What follows belongs to an exercise in optimizing a design on an open flow for a short achievable clock period and few clock cycles; a production flow would make more cautious choices. The RTL was checked by simulation tests, not by an equivalence proof against the original design. Power figures rest on the tool's default switching activity, not on a simulated workload.

### flow/design.v
`timescale 1ns/1ns
package cpu_pkg;
   localparam logic [3:0] NOP  = 4'h0;
   localparam logic [3:0] ADD  = 4'h1;
   localparam logic [3:0] SUB  = 4'h2;
   localparam logic [3:0] AND  = 4'h3;
   localparam logic [3:0] OR   = 4'h4;
   localparam logic [3:0] XOR  = 4'h5;
   localparam logic [3:0] ADDI = 4'h6;
   localparam logic [3:0] LI   = 4'h7;
   localparam logic [3:0] LD   = 4'h8;
   localparam logic [3:0] ST   = 4'h9;
   localparam logic [3:0] BEQZ = 4'ha;
   localparam logic [3:0] BNEZ = 4'hb;
   localparam logic [3:0] J    = 4'hc;
   localparam logic [3:0] HALT = 4'hd;
endpackage
`timescale 1ns/1ns
module alu16 (
   input  logic [3:0]  op,
   input  logic [15:0] a,
   input  logic [15:0] b,
   input  logic [15:0] imm,
   output logic [15:0] res
);
   always_comb begin
      case (op)
         cpu_pkg::ADD:  res = a + b;
         cpu_pkg::SUB:  res = a - b;
         cpu_pkg::AND:  res = a & b;
         cpu_pkg::OR:   res = a | b;
         cpu_pkg::XOR:  res = a ^ b;
         cpu_pkg::ADDI,
         cpu_pkg::LD,
         cpu_pkg::ST:   res = a + imm;
         cpu_pkg::LI:   res = imm;
         default:       res = 16'h0000;
      endcase
   end
endmodule
`timescale 1ns/1ns
module fetch_stage #(
   parameter int IMEM_DEPTH = 256
) (
   input  logic        clk,
   input  logic        rst_n,
   input  logic        imem_we,
   input  logic [15:0] imem_addr,
   input  logic [15:0] imem_wdata,
   input  logic        stall,
   input  logic        mem_busy,
   input  logic        halted,
   input  logic        redirect,
   input  logic [15:0] redirect_pc,
   output logic        if_valid,
   output logic [15:0] if_instr,
   output logic [15:0] if_pc_inc
);
   localparam int aw = $clog2(IMEM_DEPTH);
   logic [15:0] imem [0:IMEM_DEPTH-1];
   logic [15:0] pc;
   logic [15:0] pc_seq;
   logic        advance;
   assign pc_seq = pc + 16'd1;
   assign advance = !mem_busy && !halted;
   always_ff @(posedge clk) begin
      if (imem_we) begin
         imem[imem_addr[aw-1:0]] <= imem_wdata;
      end
   end
   always_ff @(posedge clk or negedge rst_n) begin
      if (!rst_n) begin
         pc       <= 16'h0000;
         if_valid <= 1'b0;
      end else if (advance) begin
         if (redirect) begin
            pc       <= redirect_pc;
            if_valid <= 1'b0;
         end else if (!stall) begin
            pc       <= pc_seq;
            if_valid <= 1'b1;
         end
      end
   end
   always_ff @(posedge clk) begin
      if (advance && !redirect && !stall) begin
         if_instr  <= imem[pc[aw-1:0]];
         if_pc_inc <= pc_seq;
      end
   end
endmodule
`timescale 1ns/1ns
module decode_stage (
   input  logic        clk,
   input  logic        rst_n,
   input  logic        if_valid,
   input  logic [15:0] if_instr,
   input  logic [15:0] if_pc_inc,
   input  logic        redirect,
   input  logic        mem_busy,
   input  logic        wb_we,
   input  logic [2:0]  wb_rd,
   input  logic [15:0] wb_data,
   input  logic        ex_fwd_valid,
   input  logic [3:0]  ex_fwd_op,
   input  logic [2:0]  ex_fwd_rd,
   input  logic        ex_fwd_rd_we,
   input  logic [15:0] ex_fwd_result,
   output logic        id_ex_valid,
   output logic [3:0]  id_ex_op,
   output logic [2:0]  id_ex_rd,
   output logic        id_ex_rd_we,
   output logic [15:0] id_ex_opa,
   output logic [15:0] id_ex_opb,
   output logic [15:0] id_ex_imm,
   output logic [15:0] id_ex_pc_inc,
   output logic        stall
);
   logic [15:0] regs [0:7];
   logic [3:0]  op_raw;
   logic [3:0]  op_d;
   logic [2:0]  rd_idx;
   logic [2:0]  rs_idx;
   logic [2:0]  rt_idx;
   logic [2:0]  srcb_idx;
   logic        is_rtype;
   logic        uses_a;
   logic        uses_b;
   logic        writes_rd;
   logic        bubble;
   logic [15:0] imm_d;
   logic [15:0] ex_result;
   logic [15:0] opa_fwd;
   logic [15:0] opb_fwd;
   assign op_raw = if_instr[15:12];
   assign rd_idx = if_instr[11:9];
   assign rs_idx = if_instr[8:6];
   assign rt_idx = if_instr[5:3];
   always_comb begin
      is_rtype  = (op_raw == cpu_pkg::ADD) || (op_raw == cpu_pkg::SUB) ||
                  (op_raw == cpu_pkg::AND) || (op_raw == cpu_pkg::OR) ||
                  (op_raw == cpu_pkg::XOR);
      uses_a    = is_rtype || (op_raw == cpu_pkg::ADDI) || (op_raw == cpu_pkg::LD) ||
                  (op_raw == cpu_pkg::ST);
      uses_b    = is_rtype || (op_raw == cpu_pkg::ST) || (op_raw == cpu_pkg::BEQZ) ||
                  (op_raw == cpu_pkg::BNEZ);
      writes_rd = is_rtype || (op_raw == cpu_pkg::ADDI) || (op_raw == cpu_pkg::LI) ||
                  (op_raw == cpu_pkg::LD);
      srcb_idx  = is_rtype ? rt_idx : rd_idx;
      case (op_raw)
         cpu_pkg::LI: imm_d = {{7{if_instr[8]}}, if_instr[8:0]};
         cpu_pkg::J:  imm_d = {{4{if_instr[11]}}, if_instr[11:0]};
         default:     imm_d = {{10{if_instr[5]}}, if_instr[5:0]};
      endcase
   end
   alu16 fwd_alu (
      .op  (id_ex_op),
      .a   (id_ex_opa),
      .b   (id_ex_opb),
      .imm (id_ex_imm),
      .res (ex_result)
   );
   assign stall = if_valid && id_ex_valid && id_ex_op == cpu_pkg::LD &&
                  ((uses_a && rs_idx == id_ex_rd) || (uses_b && srcb_idx == id_ex_rd));
   assign bubble = stall || redirect || !if_valid;
   assign op_d   = bubble ? cpu_pkg::NOP : op_raw;
   always_comb begin
      if (id_ex_valid && id_ex_rd_we && id_ex_op != cpu_pkg::LD && id_ex_rd == rs_idx) begin
         opa_fwd = ex_result;
      end else if (ex_fwd_valid && ex_fwd_rd_we && ex_fwd_op != cpu_pkg::LD &&
                   ex_fwd_rd == rs_idx) begin
         opa_fwd = ex_fwd_result;
      end else if (wb_we && wb_rd == rs_idx) begin
         opa_fwd = wb_data;
      end else begin
         opa_fwd = regs[rs_idx];
      end
      if (id_ex_valid && id_ex_rd_we && id_ex_op != cpu_pkg::LD && id_ex_rd == srcb_idx) begin
         opb_fwd = ex_result;
      end else if (ex_fwd_valid && ex_fwd_rd_we && ex_fwd_op != cpu_pkg::LD &&
                   ex_fwd_rd == srcb_idx) begin
         opb_fwd = ex_fwd_result;
      end else if (wb_we && wb_rd == srcb_idx) begin
         opb_fwd = wb_data;
      end else begin
         opb_fwd = regs[srcb_idx];
      end
   end
   always_ff @(posedge clk) begin
      if (wb_we) begin
         regs[wb_rd] <= wb_data;
      end
   end
   always_ff @(posedge clk or negedge rst_n) begin
      if (!rst_n) begin
         id_ex_valid <= 1'b0;
         id_ex_op    <= cpu_pkg::NOP;
         id_ex_rd_we <= 1'b0;
      end else if (!mem_busy) begin
         id_ex_valid <= !bubble;
         id_ex_op    <= op_d;
         id_ex_rd_we <= writes_rd && !bubble;
      end
   end
   always_ff @(posedge clk) begin
      if (!mem_busy) begin
         id_ex_rd     <= rd_idx;
         id_ex_opa    <= opa_fwd;
         id_ex_opb    <= opb_fwd;
         id_ex_imm    <= imm_d;
         id_ex_pc_inc <= if_pc_inc;
      end
   end
endmodule
`timescale 1ns/1ns
module execute_stage (
   input  logic        clk,
   input  logic        rst_n,
   input  logic        mem_busy,
   input  logic        id_ex_valid,
   input  logic [3:0]  id_ex_op,
   input  logic [2:0]  id_ex_rd,
   input  logic        id_ex_rd_we,
   input  logic [15:0] id_ex_opa,
   input  logic [15:0] id_ex_opb,
   input  logic [15:0] id_ex_imm,
   input  logic [15:0] id_ex_pc_inc,
   output logic        ex_mem_valid,
   output logic [3:0]  ex_mem_op,
   output logic [2:0]  ex_mem_rd,
   output logic        ex_mem_rd_we,
   output logic [15:0] ex_mem_result,
   output logic [15:0] ex_mem_store_data,
   output logic        redirect,
   output logic [15:0] redirect_pc
);
   logic        taken;
   logic [15:0] alu_out;
   always_comb begin
      case (id_ex_op)
         cpu_pkg::BEQZ: taken = (id_ex_opb == 16'h0000);
         cpu_pkg::BNEZ: taken = (id_ex_opb != 16'h0000);
         cpu_pkg::J:    taken = 1'b1;
         default:       taken = 1'b0;
      endcase
   end
   assign redirect = id_ex_valid && taken;
   assign redirect_pc = id_ex_pc_inc + id_ex_imm;
   alu16 alu (
      .op  (id_ex_op),
      .a   (id_ex_opa),
      .b   (id_ex_opb),
      .imm (id_ex_imm),
      .res (alu_out)
   );
   always_ff @(posedge clk or negedge rst_n) begin
      if (!rst_n) begin
         ex_mem_valid <= 1'b0;
         ex_mem_op    <= cpu_pkg::NOP;
         ex_mem_rd_we <= 1'b0;
      end else if (!mem_busy) begin
         ex_mem_valid <= id_ex_valid && !redirect;
         ex_mem_op    <= redirect ? cpu_pkg::NOP : id_ex_op;
         ex_mem_rd_we <= id_ex_rd_we && !redirect;
      end
   end
   always_ff @(posedge clk) begin
      if (!mem_busy) begin
         ex_mem_rd         <= id_ex_rd;
         ex_mem_result     <= alu_out;
         ex_mem_store_data <= id_ex_opb;
      end
   end
endmodule
`timescale 1ns/1ns
module memory_stage (
   input  logic        clk,
   input  logic        rst_n,
   input  logic [15:0] dat_r,
   input  logic        ack,
   input  logic        ex_mem_valid,
   input  logic [3:0]  ex_mem_op,
   input  logic [2:0]  ex_mem_rd,
   input  logic        ex_mem_rd_we,
   input  logic [15:0] ex_mem_result,
   input  logic [15:0] ex_mem_store_data,
   output logic        cyc,
   output logic        stb,
   output logic        we,
   output logic [15:0] adr,
   output logic [15:0] dat_w,
   output logic        mem_busy,
   output logic        wb_we,
   output logic [2:0]  wb_rd,
   output logic [15:0] wb_data,
   output logic        halted
);
   logic is_mem;
   logic is_ld;
   logic bus_done;
   logic halt_q;
   assign is_mem   = ex_mem_valid && ((ex_mem_op == cpu_pkg::LD) || (ex_mem_op == cpu_pkg::ST));
   assign is_ld    = ex_mem_op == cpu_pkg::LD;
   assign bus_done = cyc && ack;
   assign halted = halt_q || (ex_mem_valid && ex_mem_op == cpu_pkg::HALT);
   assign mem_busy = is_mem && !halted && !bus_done;
   always_ff @(posedge clk or negedge rst_n) begin
      if (!rst_n) begin
         halt_q <= 1'b0;
      end else begin
         halt_q <= halted;
      end
   end
   always_ff @(posedge clk or negedge rst_n) begin
      if (!rst_n) begin
         cyc <= 1'b0;
      end else if (bus_done) begin
         cyc <= 1'b0;
      end else if (is_mem && !halted) begin
         cyc <= 1'b1;
      end
   end
   assign stb   = cyc;
   assign we    = ex_mem_op == cpu_pkg::ST;
   assign adr   = ex_mem_result;
   assign dat_w = ex_mem_store_data;
   assign wb_we   = ex_mem_valid && ex_mem_rd_we && !halted && (!is_ld || bus_done);
   assign wb_rd   = ex_mem_rd;
   assign wb_data = is_ld ? dat_r : ex_mem_result;
endmodule
`timescale 1ns/1ns
module cpu_top #(
   parameter int IMEM_DEPTH = 256
) (
   input  logic         clk,
   input  logic         rst_n,
   input  logic         imem_we,
   input  logic [15:0]  imem_addr,
   input  logic [15:0]  imem_wdata,
   output logic         cyc,
   output logic         stb,
   output logic         we,
   output logic [15:0]  adr,
   output logic [15:0]  dat_w,
   input  logic [15:0]  dat_r,
   input  logic         ack,
   output logic         wb_we,
   output logic [2:0]   wb_rd,
   output logic [15:0]  wb_data,
   output logic         halted
);
   logic         if_valid;
   logic [15:0]  if_instr;
   logic [15:0]  if_pc_inc;
   logic         stall;
   logic         redirect;
   logic [15:0]  redirect_pc;
   logic         mem_busy;
   logic         id_ex_valid;
   logic [3:0]   id_ex_op;
   logic [2:0]   id_ex_rd;
   logic         id_ex_rd_we;
   logic [15:0]  id_ex_opa;
   logic [15:0]  id_ex_opb;
   logic [15:0]  id_ex_imm;
   logic [15:0]  id_ex_pc_inc;
   logic         ex_mem_valid;
   logic [3:0]   ex_mem_op;
   logic [2:0]   ex_mem_rd;
   logic         ex_mem_rd_we;
   logic [15:0]  ex_mem_result;
   logic [15:0]  ex_mem_store_data;
   fetch_stage #(
      .IMEM_DEPTH (IMEM_DEPTH)
   ) fetch_stage_inst (
      .clk         (clk),
      .rst_n       (rst_n),
      .imem_we     (imem_we),
      .imem_addr   (imem_addr),
      .imem_wdata  (imem_wdata),
      .stall       (stall),
      .mem_busy    (mem_busy),
      .halted      (halted),
      .redirect    (redirect),
      .redirect_pc (redirect_pc),
      .if_valid    (if_valid),
      .if_instr    (if_instr),
      .if_pc_inc   (if_pc_inc)
   );
   decode_stage decode_stage_inst (
      .clk       (clk),
      .rst_n     (rst_n),
      .if_valid  (if_valid),
      .if_instr  (if_instr),
      .if_pc_inc (if_pc_inc),
      .redirect  (redirect),
      .mem_busy  (mem_busy),
      .wb_we     (wb_we),
      .wb_rd     (wb_rd),
      .wb_data   (wb_data),
      .ex_fwd_valid      (ex_mem_valid),
      .ex_fwd_op         (ex_mem_op),
      .ex_fwd_rd         (ex_mem_rd),
      .ex_fwd_rd_we      (ex_mem_rd_we),
      .ex_fwd_result     (ex_mem_result),
      .id_ex_valid      (id_ex_valid),
      .id_ex_op         (id_ex_op),
      .id_ex_rd         (id_ex_rd),
      .id_ex_rd_we      (id_ex_rd_we),
      .id_ex_opa        (id_ex_opa),
      .id_ex_opb        (id_ex_opb),
      .id_ex_imm        (id_ex_imm),
      .id_ex_pc_inc     (id_ex_pc_inc),
      .stall     (stall)
   );
   execute_stage execute_stage_inst (
      .clk         (clk),
      .rst_n       (rst_n),
      .mem_busy    (mem_busy),
      .id_ex_valid      (id_ex_valid),
      .id_ex_op         (id_ex_op),
      .id_ex_rd         (id_ex_rd),
      .id_ex_rd_we      (id_ex_rd_we),
      .id_ex_opa        (id_ex_opa),
      .id_ex_opb        (id_ex_opb),
      .id_ex_imm        (id_ex_imm),
      .id_ex_pc_inc     (id_ex_pc_inc),
      .ex_mem_valid      (ex_mem_valid),
      .ex_mem_op         (ex_mem_op),
      .ex_mem_rd         (ex_mem_rd),
      .ex_mem_rd_we      (ex_mem_rd_we),
      .ex_mem_result     (ex_mem_result),
      .ex_mem_store_data (ex_mem_store_data),
      .redirect    (redirect),
      .redirect_pc (redirect_pc)
   );
   memory_stage memory_stage_inst (
      .clk      (clk),
      .rst_n    (rst_n),
      .dat_r    (dat_r),
      .ack      (ack),
      .ex_mem_valid      (ex_mem_valid),
      .ex_mem_op         (ex_mem_op),
      .ex_mem_rd         (ex_mem_rd),
      .ex_mem_rd_we      (ex_mem_rd_we),
      .ex_mem_result     (ex_mem_result),
      .ex_mem_store_data (ex_mem_store_data),
      .cyc      (cyc),
      .stb      (stb),
      .we       (we),
      .adr      (adr),
      .dat_w    (dat_w),
      .mem_busy (mem_busy),
      .wb_we    (wb_we),
      .wb_rd    (wb_rd),
      .wb_data  (wb_data),
      .halted   (halted)
   );
endmodule
### flow/run.sh
#!/bin/bash
# synth_recipe.tcl (not shown) runs the flow's synth.tcl, then flattens the netlist and writes it again
# the make line also repeats each setting of config.mk as NAME=value (left out here)
make -C /OpenROAD-flow-scripts/flow DESIGN_CONFIG=/design/flow/config.mk WORK_HOME=/design/flow/orfs CLKGATE_MAP_FILE= SYNTH_SCRIPT=/design/flow/synth_recipe.tcl finish
### flow/config.mk
export PLATFORM = sky130hd
export DESIGN_NAME = cpu_top
export DESIGN_NICKNAME = cpu_top
export VERILOG_FILES = /design/flow/design.v
export SDC_FILE = /design/flow/constraint.sdc
export NUM_CORES = 4
export LEC_CHECK = 0
export CAP_MARGIN = 20
export CORE_MARGIN = 2
export CORE_UTILIZATION = 45
export PLACE_DENSITY = 0.6
export SLEW_MARGIN = 20
### flow/constraint.sdc
create_clock -name core_clock -period 6.0 [get_ports {clk}]
set_input_delay 1.2000 -clock core_clock [delete_from_list [all_inputs] [get_ports {clk}]]
set_output_delay 1.2000 -clock core_clock [all_outputs]
set_load 0.01 [all_outputs]
==> run notes <==
-- logic make-up (layout without fill, tap and decap cells) --
family | after synthesis | after routing
DFF | 4361 | 4361
muxes | 1531 | 1531
AOI/OAI and AO/OA | 1095 | 1095
and+or+nand+nor | 955 | 955
buffers and inverters | 616 | 1561
adders and majority gates | 62 | 62
xor gates and xnor gates | 36 | 36
other | 0 | 14
-- report_power, final --
group	internal (mW)	switching (mW)	leakage [nW]
combinational	11.9	20.0	17.7
clock	15.5	11.7	6.94
sequential	34.6	1.04	39.4
-- how the worst max path moves through the flow --
stage                                               start                              end  slack, ns  cells past startpoint
after floorplan                                       ack  execute_stage_inst.ex_mem_op[3]       2.10                      6
after detailed placement           fetch_stage_inst.pc[0]    fetch_stage_inst.if_instr[15]       1.04                      8
after global placement             fetch_stage_inst.pc[0]    fetch_stage_inst.if_instr[15]       1.04                      8
after CTS                 execute_stage_inst.ex_mem_op[1]                       wb_data[1]       0.66                      5
final                     execute_stage_inst.ex_mem_op[1]                       wb_data[1]       0.60                      5
after global routing      execute_stage_inst.ex_mem_op[1]                       wb_data[0]       0.38                      5
-- final cells by class --
type                    instances  area (um^2)
diodes                         14         35.0
clock buffers                 536        11500
clock inverters               284         2840
fillers                     29940       185000
inverters                      91          359
multi-input cells            3679        39300
flip-flops and latches       4361       131000
well taps                    5038         6300
repair buffers                650         5860
-- per-stage QoR --
stage / worst slack (ns) / instance area, um^2 / hold WS [ns] / utilization [%] / power [mW]
2_1_floorplan: 2.10 / 172000 / 0.400 / - / 54.4
3_3_place_gp: 1.04 / 183000 / 0.403 / 47.8 / 67.6
3_5_place_dp: 1.04 / 183000 / 0.405 / 47.9 / 67.9
4_1_cts: 0.659 / 197000 / 0.419 / 51.6 / 95.0
5_1_grt: 0.378 / 197000 / 0.422 / 51.6 / 97.7
6_report: 0.601 / 197000 / 0.418 / 51.6 / 94.8
-- placed cells by master, fill, tap and decap left out, types with 27 or more instances in the layout --
master / n
sky130_fd_sc_hd__mux4_2: 830
sky130_fd_sc_hd__clkbuf_1: 92
sky130_fd_sc_hd__ha_1: 60
sky130_fd_sc_hd__nor2_2: 134
sky130_fd_sc_hd__clkinv_2: 77
sky130_fd_sc_hd__o21ai_0: 132
sky130_fd_sc_hd__a21o_1: 27
sky130_fd_sc_hd__nand3_1: 53
sky130_fd_sc_hd__buf_12: 50
sky130_fd_sc_hd__o31ai_1: 33
sky130_fd_sc_hd__o22ai_1: 116
sky130_fd_sc_hd__clkdlybuf4s50_1: 83
sky130_fd_sc_hd__bufinv_16: 45
sky130_fd_sc_hd__a22oi_1: 71
sky130_fd_sc_hd__clkbuf_16: 444
sky130_fd_sc_hd__o221ai_1: 124
sky130_fd_sc_hd__a21oi_1: 212
sky130_fd_sc_hd__buf_4: 497
sky130_fd_sc_hd__nor2b_1: 45
sky130_fd_sc_hd__nor2_1: 252
sky130_fd_sc_hd__nor3_1: 72
sky130_fd_sc_hd__a31oi_1: 28
sky130_fd_sc_hd__clkinv_1: 119
sky130_fd_sc_hd__mux2i_1: 678
sky130_fd_sc_hd__a221oi_1: 74
sky130_fd_sc_hd__a211oi_1: 78
sky130_fd_sc_hd__nand2_1: 246
sky130_fd_sc_hd__a32oi_1: 41
sky130_fd_sc_hd__xnor2_1: 27
sky130_fd_sc_hd__inv_1: 85
sky130_fd_sc_hd__edfxtp_1: 4338
-- routing by layer --
| metal | GRT usage, % | vias to the layer above | part of all wire (%) |
|---|---|---|---|
| li1 | - | 37177 | - |
| met1 | 35.6 | 48383 | 40 |
| met2 | 39.2 | 4916 | 47 |
| met3 | 4.97 | 852 | 10 |
| met4 | 8.88 | 16 | 3.8 |
| met5 | 0.161 | - | 0.037 |
-- flip-flops by register name, indices dropped and copies added, names as in the netlist, 3 cells and up --
register                              flops
decode_stage_inst.regs                  128
execute_stage_inst.ex_mem_result         16
fetch_stage_inst.if_instr                16
execute_stage_inst.ex_mem_op              4
execute_stage_inst.ex_mem_rd              3
decode_stage_inst.id_ex_opb              16
decode_stage_inst.id_ex_rd                3
fetch_stage_inst.imem                  4096
execute_stage_inst.ex_mem_store_data     16
decode_stage_inst.id_ex_imm              12
fetch_stage_inst.pc                       8
decode_stage_inst.id_ex_op                4
decode_stage_inst.id_ex_pc_inc            8
decode_stage_inst.id_ex_opa              16
fetch_stage_inst.if_pc_inc                8
-- critical path, delay by kind of cell, from the launching register on --
family	cells	cell delay, ns
AND/OR/NAND/NOR	2	1.19
buffers and inverters	2	0.95
multiplexers	1	0.69
flip-flops	1	0.38
==> run notes <==
The flow ran to the end and the layout has no timing, DRC or antenna violations. The deepest level of the CTS H-tree came out at 5. The minimum clock period after layout came out at 5.40 ns.

The count of different cell masters after synthesis is 74. The placed wire-length estimate came out at roughly 300000 um. The critical hold path startpoint is fetch_stage_inst.if_instr[2]. After floorplanning, the core was divided into 227 placement rows. The slew at the pin with the worst max-slew slack is roughly 1.2 ns. The critical path is of the reg -> out type. Clock-pin slew was measured on the worst setup and hold paths at around 0.060 ns. Walking the worst path, the cells encountered are nor3b_1 -> nor2b_2 -> mux2i_1 -> inv_1 -> clkdlybuf4s50_1. The most common cell in the synthesized netlist is sky130_fd_sc_hd__edfxtp_1. Once the floorplan was initialized, standard cells occupied 45.1% of the core.

The proportion of synthesized flip-flops having asynchronous set or reset came out at less than 1%. The most instantiated flip-flop cell in the synthesis netlist is sky130_fd_sc_hd__edfxtp_1. STA classifies the critical path endpoint as an output port. Once layout is complete, the cells apart from fillers number 14653.

The overall track demand over capacity in global routing is 25.2%. In this run the cell area of the synthesized design comes to 0.172 mm^2. The clock tree from TritonCTS is built.

The number of global-route vias before repair is 89882. The required arrival time at the worst endpoint came out at about 4.8 ns. Of the available clock period, the critical path in the final layout requires 90.0%. The endpoint identified for the worst register-to-register timing path is decode_stage_inst.id_ex_opb[14]. The worst-skew pair later-pin latency came out at between 0.9 and 1 ns. The number of synthesized register bits is between 4000 and 5000.

The number of hold buffers added after CTS was 0. The delay of the slowest cell on the worst path is between 0.8 and 0.9 ns. The area share of the leading cell type in the synthesized netlist came out at about three quarters. The number of clock sinks is roughly 4400. The top-level I/O count came out at 108. The setup TNS is 0 ns. Data arrives at the worst endpoint at ~4.2 ns. The number of buffers on the longest clock path came out at 4. The setup skew after layout is 0.0712 ns.

The worst hold path terminates at decode_stage_inst.id_ex_imm[2]. The area growth from synthesis to layout is 14.3%. The mean area per synthesized cell is 19.9 um^2.

Summing the sequential cell areas from Yosys gives 75.9% of the chip area. The number of antenna violations at the first check in global routing is 32. From left edge to right edge, the die measures 623 um. The synthesized instance count came out at about 8700. The final number of max-transition violations came out at 0. The maximum fanout encountered on the critical timing path came out at 14. The compound-cell area share of the yosys netlist came out at under 10%.

The power density over cell area is between 400 and 500 mW/mm^2. The core region is 0.382 mm^2. The area share of and/or/nand/nor cells after synthesis came out at 2.46%. Setup violations remaining at the end of the flow were counted as 0.

The count of cells resized by post-cts repair came out at 0. Ranked by instance count, the synthesized netlist is headed by sky130_fd_sc_hd__edfxtp_1, sky130_fd_sc_hd__mux4_2, sky130_fd_sc_hd__mux2i_1. The biggest area contributor in the post-synthesis netlist is sky130_fd_sc_hd__edfxtp_1. The first global-routing pass estimated 692000 um of wire.

The number of nets still failing antenna checks after routing came out at 0. Setup repair after global routing left no endpoint under its margin. The number of cells on the worst reg-to-reg path is 14. Along the worst hold path, the cell count comes to 0. The cell chosen for the clock root is sky130_fd_sc_hd__clkbuf_16.

The kind of start point of the critical path is a flip-flop. Summed over all cells, the static leakage comes to 64.1 nW. Port buffering added between 90 and 100 buffers.

The residual overflow from global routing came out at 0. For this run, the post-layout net count is 9339. Sorting the synthesized cells by area gives the leading types as sky130_fd_sc_hd__edfxtp_1, sky130_fd_sc_hd__mux4_2, sky130_fd_sc_hd__mux2i_1. The number of cells in the design after placement came out at 13816. After synthesis, the share of cell area in mux cells is between 10 and 15%. The number of flops mapped to enable cells by yosys is 4338. Of the cells placed in the final design, the portion with a size suffix greater than 1 is 23.3%. The largest net degree at the start of global routing came out at 152. Across the VDD grid, the largest voltage drop is 0.000417 V. The min-delay analysis places its worst path in the category reg -> reg.

The standard cell with the maximum stage delay on the critical path is sky130_fd_sc_hd__nor2b_2. The final weighted congestion in routability-driven placement came out at 0.893. Counting every net in the synthesized netlist gives 8770. The per-cell routed wire length came out at 33.8 um. The max capacitance violation total came out at 0.

The height of the chip is 623 um. The count of synthesis-stage warnings from yosys is 5. After synthesis, the largest family of logic cells by area is multiplexers.

The final routed DRC violation total is 0. The number of buffers inserted by post-CTS setup repair is 0. In this run the critical register-to-register path is launched from decode_stage_inst.id_ex_op[2]. The post-synthesis share of cell area spent on full adders, half adders and majority gates came out at 0.459%. The vias per cell came out at 6.23. The hold violation count in the final report is 0. The xor and xnor fraction of the mapped netlist area came out at less than 1%. The vias after detailed routing came out at just over 90000. The relative slew slack came out at 20.9%. The die covers 0.388 mm^2. The number of detailed-routing iterations run before antenna repair came out at 7. The number of buffers inserted during clock tree synthesis is 442. The sum of routed wire length over all layers is 496000 um. The first routing iteration left roughly 13000 violations. Setup slack on the worst reg-to-reg path comes out at approximately 1 ns. The highest achievable clock rate came out at 0.185 GHz.
Testbench counts, summed over its fixed seeds: cycles 67,562.

==> static timing again, ports no longer ideal <==
The flow's constraints put no driver on any port. The routed layout listed below was extracted and timed again, unchanged, in two steps. Step 1 assumes that a clkbuf_16 drives the clock port and a buf_2 every other input. Step 2, shift: input delay + t, output delay - t, t = (earliest + latest rising clock arrival at the registers) / 2. This alone moves slack from input paths to output paths. Slacks: ideal / step 1 / step 2; pairs: ideal / step 1.
t, ns: 1.077
setup WS [ns]: 0.601 / 0.495 / 0.978
worst setup path after step 2: register to register
After both steps this run still meets setup and hold. The setup slack of this run moves by -0.106 ns with the drivers and by +0.377 ns with both steps.
